This design comes from an exercise in tuning for small area, a short achievable clock period and few clock cycles per item on the open sky130 flow, not from production work. Function not checked in this run: the RTL went through the layout flow alone. No activity file was given, so power comes from the tool's default toggle rates.

<file path="flow/config.mk">
export PLATFORM = sky130hd
export DESIGN_NAME = softsign_activation_top
export DESIGN_NICKNAME = softsign_activation_top
export VERILOG_FILES = /design/flow/design.v
export SDC_FILE = /design/flow/constraint.sdc
export NUM_CORES = 4
export LEC_CHECK = 0
export CAP_MARGIN = 20
export CORE_MARGIN = 2
export CORE_UTILIZATION = 40
export SLEW_MARGIN = 20
</file>
<file path="flow/constraint.sdc">
create_clock -name core_clock -period 6.5 [get_ports {clk}]
set_input_delay 1.3000 -clock core_clock [delete_from_list [all_inputs] [get_ports {clk}]]
set_output_delay 1.3000 -clock core_clock [all_outputs]
set_load 0.01 [all_outputs]
</file>
<file path="flow/design.v">
`timescale 1ns / 1ps
package ssa_pkg;
  localparam int SAMPLE_W   = 16;
  localparam int RESULT_W   = 16;
  localparam int CFG_ADDR_W = 3;
  localparam int CFG_DATA_W = 32;
  localparam logic REG_IDX_MODE = 1'b0;
  localparam int DEN_W      = 16;
endpackage
`timescale 1ns / 1ps
module ssa_cfg (
  input  logic                           clk,
  input  logic                           rst_n,
  input  logic                           cfg_psel,
  input  logic                           cfg_penable,
  input  logic                           cfg_pwrite,
  input  logic [ssa_pkg::CFG_ADDR_W-1:0] cfg_paddr,
  input  logic [ssa_pkg::CFG_DATA_W-1:0] cfg_pwdata,
  output logic [ssa_pkg::CFG_DATA_W-1:0] cfg_prdata,
  output logic                           cfg_pready,
  output logic                           mode
);
  logic mode_r;
  logic mode_nxt;
  logic wr_en;
  logic reg_idx;
  assign cfg_pready = 1'b1;
  assign reg_idx    = cfg_paddr[2];
  assign wr_en      = cfg_psel && cfg_penable && cfg_pwrite && cfg_pready;
  always_comb begin
    mode_nxt = mode_r;
    if (wr_en && (reg_idx == ssa_pkg::REG_IDX_MODE)) begin
      mode_nxt = cfg_pwdata[0];
    end
  end
  always_ff @(posedge clk) begin
    if (!rst_n) begin
      mode_r <= 1'b0;
    end else begin
      mode_r <= mode_nxt;
    end
  end
  always_comb begin
    unique case (reg_idx)
      ssa_pkg::REG_IDX_MODE: cfg_prdata = {{(ssa_pkg::CFG_DATA_W-1){1'b0}}, mode_r};
      default:               cfg_prdata = '0;
    endcase
  end
  assign mode = mode_r;
endmodule
`timescale 1ns / 1ps
module ssa_front (
  input  logic                         clk,
  input  logic                         rst_n,
  input  logic                         in_vld,
  output logic                         in_rdy,
  input  logic [ssa_pkg::SAMPLE_W-1:0] sample,
  input  logic                         mode,
  input  logic                         take,
  output logic                         vld_o,
  output logic                         mode_o,
  output logic                         neg_o,
  output logic [15:0]                  mag_o
);
  assign in_rdy = !vld_o;
  always_ff @(posedge clk) begin
    if (!rst_n) begin
      vld_o <= 1'b0;
    end else if (take) begin
      vld_o <= 1'b0;
    end else if (in_vld && !vld_o) begin
      vld_o <= 1'b1;
    end
  end
  always_ff @(posedge clk) begin
    if (!vld_o) begin
      mode_o <= mode;
      neg_o  <= sample[15];
      mag_o  <= sample[15] ? 16'(-sample) : sample;
    end
  end
endmodule
`timescale 1ns / 1ps
module ssa_div_stage (
  input  logic [ssa_pkg::DEN_W-1:0] rem_i,
  input  logic                      bit_i,
  input  logic [ssa_pkg::DEN_W-1:0] den,
  output logic [ssa_pkg::DEN_W-1:0] rem_o,
  output logic                      q
);
  logic [ssa_pkg::DEN_W:0]   part;
  logic [ssa_pkg::DEN_W+1:0] diff;
  assign part  = {rem_i, bit_i};
  assign diff  = {1'b0, part} - {2'b00, den};
  assign q     = ~diff[ssa_pkg::DEN_W+1];
  assign rem_o = q ? diff[ssa_pkg::DEN_W-1:0] : part[ssa_pkg::DEN_W-1:0];
endmodule
`timescale 1ns / 1ps
module ssa_back (
  input  logic                         clk,
  input  logic                         rst_n,
  input  logic                         put,
  input  logic                         mode_i,
  input  logic                         neg_i,
  input  logic                         nz_i,
  input  logic [15:0]                  quo_i,
  output logic                         out_vld,
  input  logic                         out_rdy,
  output logic [ssa_pkg::RESULT_W-1:0] out_data
);
  logic [15:0] val;
  logic [15:0] res;
  assign val = ((neg_i ? quo_i : ~quo_i) + {15'd0, ~(neg_i ^ nz_i)}) ^ 16'h8000;
  assign res = mode_i ? (quo_i[15] ? 16'h7fff : quo_i) : val;
  always_ff @(posedge clk) begin
    if (!rst_n) begin
      out_vld <= 1'b0;
    end else if (put) begin
      out_vld <= 1'b1;
    end else if (out_rdy) begin
      out_vld <= 1'b0;
    end
  end
  always_ff @(posedge clk) begin
    if (put) begin
      out_data <= res;
    end
  end
endmodule
`timescale 1ns / 1ps
module softsign_activation_top (
  input  logic                           clk,
  input  logic                           rst_n,
  input  logic                           in_tvalid,
  output logic                           in_tready,
  input  logic [ssa_pkg::SAMPLE_W-1:0]   in_tdata,
  output logic                           out_tvalid,
  input  logic                           out_tready,
  output logic [ssa_pkg::RESULT_W-1:0]   out_tdata,
  input  logic                           cfg_psel,
  input  logic                           cfg_penable,
  input  logic                           cfg_pwrite,
  input  logic [ssa_pkg::CFG_ADDR_W-1:0] cfg_paddr,
  input  logic [ssa_pkg::CFG_DATA_W-1:0] cfg_pwdata,
  output logic [ssa_pkg::CFG_DATA_W-1:0] cfg_prdata,
  output logic                           cfg_pready
);
  logic        mode;
  logic        ib_vld, ib_mode, ib_neg;
  logic [15:0] ib_mag;
  logic        busy, u_mode, u_neg, a_r;
  logic [15:0] d, r1, r2, q;
  logic [4:0]  cnt;
  logic        fin, ld, step;
  ssa_cfg u_cfg (
    .clk         (clk),
    .rst_n       (rst_n),
    .cfg_psel    (cfg_psel),
    .cfg_penable (cfg_penable),
    .cfg_pwrite  (cfg_pwrite),
    .cfg_paddr   (cfg_paddr),
    .cfg_pwdata  (cfg_pwdata),
    .cfg_prdata  (cfg_prdata),
    .cfg_pready  (cfg_pready),
    .mode        (mode)
  );
  ssa_front u_front (
    .clk    (clk),
    .rst_n  (rst_n),
    .in_vld (in_tvalid),
    .in_rdy (in_tready),
    .sample (in_tdata),
    .mode   (mode),
    .take   (ld),
    .vld_o  (ib_vld),
    .mode_o (ib_mode),
    .neg_o  (ib_neg),
    .mag_o  (ib_mag)
  );
  logic [7:0]  dh;
  logic [15:0] d_ld, top;
  logic        pow2;
  logic [3:0]  msb;
  assign dh   = ib_mag[15:8] + 8'd1;
  assign d_ld = {dh, ib_mag[7:0]};
  always_comb begin
    msb = 4'd8;
    for (int i = 9; i < 16; i++) begin
      if (d_ld[i]) msb = 4'(i);
    end
  end
  assign top  = 16'd1 << msb;
  assign pow2 = (d_ld == top);
  logic [15:0] r1_n, r2_n;
  logic        g1, g2;
  ssa_div_stage u_div1 (
    .rem_i (r1),
    .bit_i (1'b0),
    .den   (d),
    .rem_o (r1_n),
    .q     (g1)
  );
  ssa_div_stage u_div2 (
    .rem_i (r2),
    .bit_i (a_r),
    .den   (d),
    .rem_o (r2_n),
    .q     (g2)
  );
  assign step = busy && (cnt != 5'd0);
  assign fin  = busy && (cnt == 5'd0) && !out_tvalid;
  assign ld   = ib_vld && (!busy || fin);
  always_ff @(posedge clk) begin
    if (!rst_n) begin
      busy <= 1'b0;
    end else if (ld) begin
      busy <= 1'b1;
    end else if (fin) begin
      busy <= 1'b0;
    end
  end
  always_ff @(posedge clk) begin
    if (ld) begin
      u_mode <= ib_mode;
      u_neg  <= ib_neg;
      d      <= d_ld;
      r1     <= pow2 ? 16'd0 : top;
      r2     <= 16'd0;
      a_r    <= pow2;
      q      <= {15'd0, pow2 & !ib_mode};
      cnt    <= (ib_mode ? 5'd32 : 5'd23) - {1'b0, msb};
    end else if (step) begin
      cnt    <= cnt - 5'd1;
      r1     <= r1_n;
      if (u_mode) begin
        r2   <= r2_n;
        a_r  <= g1;
        q    <= {q[14:0], g2};
      end else begin
        q    <= {q[14:0], g1};
      end
    end
  end
  ssa_back u_back (
    .clk      (clk),
    .rst_n    (rst_n),
    .put      (fin),
    .mode_i   (u_mode),
    .neg_i    (u_neg),
    .nz_i     (r1 != 16'd0),
    .quo_i    (q),
    .out_vld  (out_tvalid),
    .out_rdy  (out_tready),
    .out_data (out_tdata)
  );
endmodule
</file>
<file path="flow/run.sh">
#!/bin/bash
# synth_recipe.tcl (not shown) runs the flow's synth.tcl, then flattens the netlist and writes it again
# the make line also repeats each setting of config.mk as NAME=value (left out here)
make -C /OpenROAD-flow-scripts/flow DESIGN_CONFIG=/design/flow/config.mk WORK_HOME=/design/flow/orfs CLKGATE_MAP_FILE= SYNTH_SCRIPT=/design/flow/synth_recipe.tcl finish
</file>
==> impl_metrics.py <==
metrics = {
    "sta": {
        "hold_ws_ns": 0.457,
        "setup_viol": 0,
        "report.final.slew_viol_count": 0,
        "clock.fmax_ghz": 0.267,
        "post-route-period-util_pct": 57.6,
        "skew_ns": 0.0105,
        "tns_ns": 0,
        "tightest_slew_ns": 1.03,
        "min_period_ns": 3.75,
        "worst_slack_ns": 2.75,
        "rsz0062_at_grt": "false",
        "timing.slew.headroom_pct": 31.0,
        "finalHoldViolCount": 0,
    },
    "synthesis": {
        "syn_avg_cell_area_um2": 9.26,
        "synth-seq-cells": 110,
        "synth_edf_count": 75,
        "synth.distinct_cells": 77,
        "synthFlopType": "edfxtp_1",
        "syn_inst": 786,
        "ys_warn_count": 5,
        "ys_seq_area_share_pct": 40.6,
        "netlist_area_mm2": 0.00728,
        "async_reset_ff_share_pct": 0,
    },
    "global_route": {
        "use_met2_pct": 25.0,
        "antenna_found_initial": 0,
        "grt_max_degree": 38,
        "grt_pass1_vias": 4959,
        "grt_remaining_overflow": 0,
        "grt_pass1_wl_um": 24400,
        "grt.met3_usage_pct": 2.49,
        "track_usage_pct": 15.2,
        "top_usage_layer": "met2",
        "grt_use_met1_pct": 21.2,
    },
    "hold_path": {
        "worstHoldStart": "u_cfg.mode_r",
        "hold_class": "flop to flop",
        "min_path_cells": 0,
    },
    "placed_design": {
        "io_buffers": 43,
        "place_area_mm2": 0.00775,
        "dp_hpwl_um": 10600,
        "gp_congestion": 0.818,
        "dp_slack_ns": 2.67,
    },
    "critical_path": {
        "critical_path.most_common_cell": "nand2_1",
        "end_kind": "flop",
        "crit_fanout": 37,
        "critPathKind": "flop to flop",
        "rr_startpoint": "cnt[0]",
        "timing.critical_path.from": "cnt[0]",
        "cp_data_required_time_ns": 6.66,
        "cpPeakStageDelay_ns": 0.54,
        "arrival_ns": 3.91,
        "worstPathCellList": "inv_1 -> ha_1 -> nand2b_1 -> or3_1 -> or3b_1 -> nand2_1 -> nand2_1 -> inv_2 -> buf_4 -> nand2b_4 -> o32ai_1",
        "cp-start-kind": "flop",
        "r2r_slack_ns": 2.75,
        "reg2reg_depth": 11,
        "critPathSlowestCell": "inv_2",
        "crit_end": "r1[12]",
        "worstReg2RegEnd": "r1[12]",
    },
    "detailed_routing": {
        "drt_wl_total_um": 14500,
        "first_pass_iters": 5,
        "drt_iter0_drc": 271,
        "drc": 0,
        "num_vias": 5440,
        "wire_per_inst_um": 13.9,
        "detail-route-antenna-nets": 0,
        "viasPerCell": 5.22,
    },
    "power": {
        "peakVddDrop_v": 0.000158,
        "power.density_mw_per_mm2": 274,
        "swShare_pct": 33.8,
        "intPower_w": 0.00146,
        "power_frac_comb_pct": 33.3,
        "p_seq_share_pct": 42.4,
        "p_leak_nw": 3.17,
        "pwr-share-clk_pct": 24.3,
        "power.switching_w": 0.000746,
    },
    "clock_tree": {
        "postCtsSetupBuffers": 0,
        "cts_hold_buf": 0,
        "clockBufferDepth": 2,
        "clkLatencyLatePin_ns": 0.35,
        "cts_tree": "built",
        "cts_max_level": 3,
        "cts_buffers": 9,
        "clk_pin_slew_ns": 0.07,
        "root_buffer": "clkbuf_16",
        "ctsResizeCount": 0,
        "clock_sinks": 110,
    },
    "flow_run": {
        "maxCapViolations": 0,
    },
    "floorplan": {
        "fp.dieW_um": 139,
        "io_pins": 109,
        "design.die.area_mm2": 0.0193,
        "initial_core_util_pct": 40.6,
        "die_h_um": 139,
        "core_area_mm2": 0.0179,
        "fp-row-count": 49,
    },
    "final_layout": {
        "nets": 909,
        "final_area_mm2": 0.00804,
        "fill_cells": 1765,
        "drive_above_1_share_pct": 4.79,
        "diodes": 0,
        "syn_to_final_growth_pct": 10.4,
    },
    "status": {
        "outcome": "finished clean",
    },
}
-- worst min path at each step --
stage	slack (ns)	end
after detailed placement	0.44	u_front.mode_o
after global routing	0.47	u_front.mode_o
after floorplan	0.40	u_neg
after global placement	0.44	d[2]
final	0.46	u_front.mode_o
after CTS	0.46	d[2]
-- routing by layer --
metal	routed length, µm	up-vias	part of all wire [%]
met5	0	-	0
met4	161	0	1.1
met3	481	11	3.3
met2	6760	92	47
met1	7080	2525	49
li1	-	2812	-
-- final cells by class --
type / instances / area, µm² / area share [%]
clock buffers: 10 / 229 / 2.85
clock inverters: 6 / 52.6 / 0.654
inverters: 52 / 195 / 2.43
multi-input cells: 589 / 3860 / 48.0
flip-flops and latches: 110 / 2950 / 36.7
well taps: 229 / 287 / 3.57
repair buffers: 47 / 460 / 5.73
-- cells in the final DEF, fill, tap and decap left out, drive strengths merged, types with 9 or more instances in the layout --
cell type	synthesis	routed
nor2b	9	9
clkdlybuf4s50	0	43
dfxtp	35	35
nand2	80	80
o21ai	50	50
mux2i	25	25
edfxtp	75	75
xor2	10	10
nand2b	10	10
inv	51	55
conb	2	32
nor2	56	56
ha	39	39
nand3	19	19
o21a	13	13
a21oi	55	55
clkbuf	22	10
nor3	13	13
xnor2	42	42
or3	11	11
-- flip-flops by register name (all words and copies together) (netlist names) --
register,cells
q,16
u_front.mode_o,1
u_front.neg_o,1
busy,1
u_front.mag_o,16
u_back.out_data,16
u_neg,1
d,16
cnt,5
u_mode,1
r2,16
u_back.out_vld,1
a_r,1
u_cfg.mode_r,1
r1,16
u_front.vld_o,1
-- cell usage after synthesis (3+ instances only) --
cell / number / area (µm²)
nand2_1: 80 / 300
edfxtp_1: 75 / 2250
a21oi_1: 55 / 275
nor2_1: 55 / 206
inv_1: 50 / 188
o21ai_0: 43 / 215
xnor2_1: 42 / 368
ha_1: 39 / 488
dfxtp_1: 35 / 701
buf_4: 34 / 255
mux2i_1: 25 / 250
clkbuf_1: 22 / 82.6
nand3_1: 18 / 90.1
nor3_1: 13 / 65.1
o21a_1: 13 / 97.6
or3_1: 11 / 68.8
nand2b_1: 9 / 56.3
nor2b_1: 9 / 56.3
xor2_1: 9 / 78.8
a21o_1: 8 / 60.1
nand4_1: 8 / 50.1
nor4_1: 8 / 50.1
a31oi_1: 7 / 43.8
o21ai_1: 7 / 35.0
o31ai_1: 7 / 52.6
a211oi_1: 6 / 45.0
o21bai_1: 6 / 45.0
and3_1: 5 / 31.3
buf_2: 5 / 25.0
or4_1: 5 / 37.5
a21boi_0: 4 / 30.0
o22ai_1: 4 / 25.0
o32ai_1: 4 / 35.0
a221o_1: 3 / 30.0
a22oi_1: 3 / 22.5
and4_1: 3 / 26.3
buf_1: 3 / 11.3
fa_1: 3 / 60.1
mux2_2: 3 / 33.8
or2_2: 3 / 18.8
-- power groups by stage --
stage / clock [W] / sequential [W] / combinational [W]
after global placement: 0 / 0.000947 / 0.000722
after detailed placement: 0 / 0.000950 / 0.000729
after floorplan: 0 / 0.000924 / 0.000609
after CTS: 0.000558 / 0.000935 / 0.000735
final: 0.000537 / 0.000934 / 0.000735
after global routing: 0.000581 / 0.000946 / 0.000823
-- critical path, delay by kind of cell, from the launching register on --
kind | cells | cell delay (ns)
adders and majority gates | 1 | 0.15
buffers and inverters | 3 | 1.11
DFF | 1 | 0.41
AOI/OAI and AO/OA | 1 | 0.29
and+or+nand+nor | 6 | 1.60
-- per-stage QoR --
stage               utilization, %  total power (W)  std cells
detailed placement            43.3          0.00168       1027
CTS                           44.9          0.00223       1043
global placement              43.3          0.00167       1027
floorplan                        -          0.00153        816
finish                        44.9          0.00221       1043
global route                  44.9          0.00235       1043
-- kinds of logic (layout without fill, tap and decap cells) --
kind of cell / count (synthesis) / count (layout) / share of synthesized area [%]
AOI/OAI and AO/OA: 198 / 198 / 17.8
adders and majority gates: 42 / 42 / 7.53
DFF: 110 / 110 / 40.6
and+or+nand+nor: 237 / 237 / 15.7
xor gates and xnor gates: 52 / 52 / 6.36
muxes: 28 / 28 / 3.90
buffers and inverters: 117 / 115 / 7.98
other: 2 / 32 / 0.103

separate check: timing with driven ports:
The results above use ideal ports. As a check the final layout listed here was re-extracted and re-timed, cells and wires unchanged. Step 1 (the two cells are an assumption about what drives the block):
set clk [get_ports {clk}]
set_driving_cell -lib_cell sky130_fd_sc_hd__clkbuf_16 $clk
set_driving_cell -lib_cell sky130_fd_sc_hd__buf_2 [delete_from_list [all_inputs] $clk]
Step 2, shift: input delay + t, output delay - t, t = (earliest + latest rising clock arrival at the registers) / 2. This alone moves slack from input paths to output paths. Slacks: ideal / step 1 / step 2; pairs: ideal / step 1.
shift t [ns]: 0.391
setup WS [ns]: 2.754 / 2.754 / 2.754
latest minus earliest clock arrival (ns): 0.011 / 0.010
slew at the worst register clock pin (ns): 0.08 / 0.08
worst slew at a driven data input, ns: 0.03
After both steps this run still meets setup and hold. For this run, drivers alone change the setup slack by 0.000 ns; drivers and shift together by 0.000 ns.
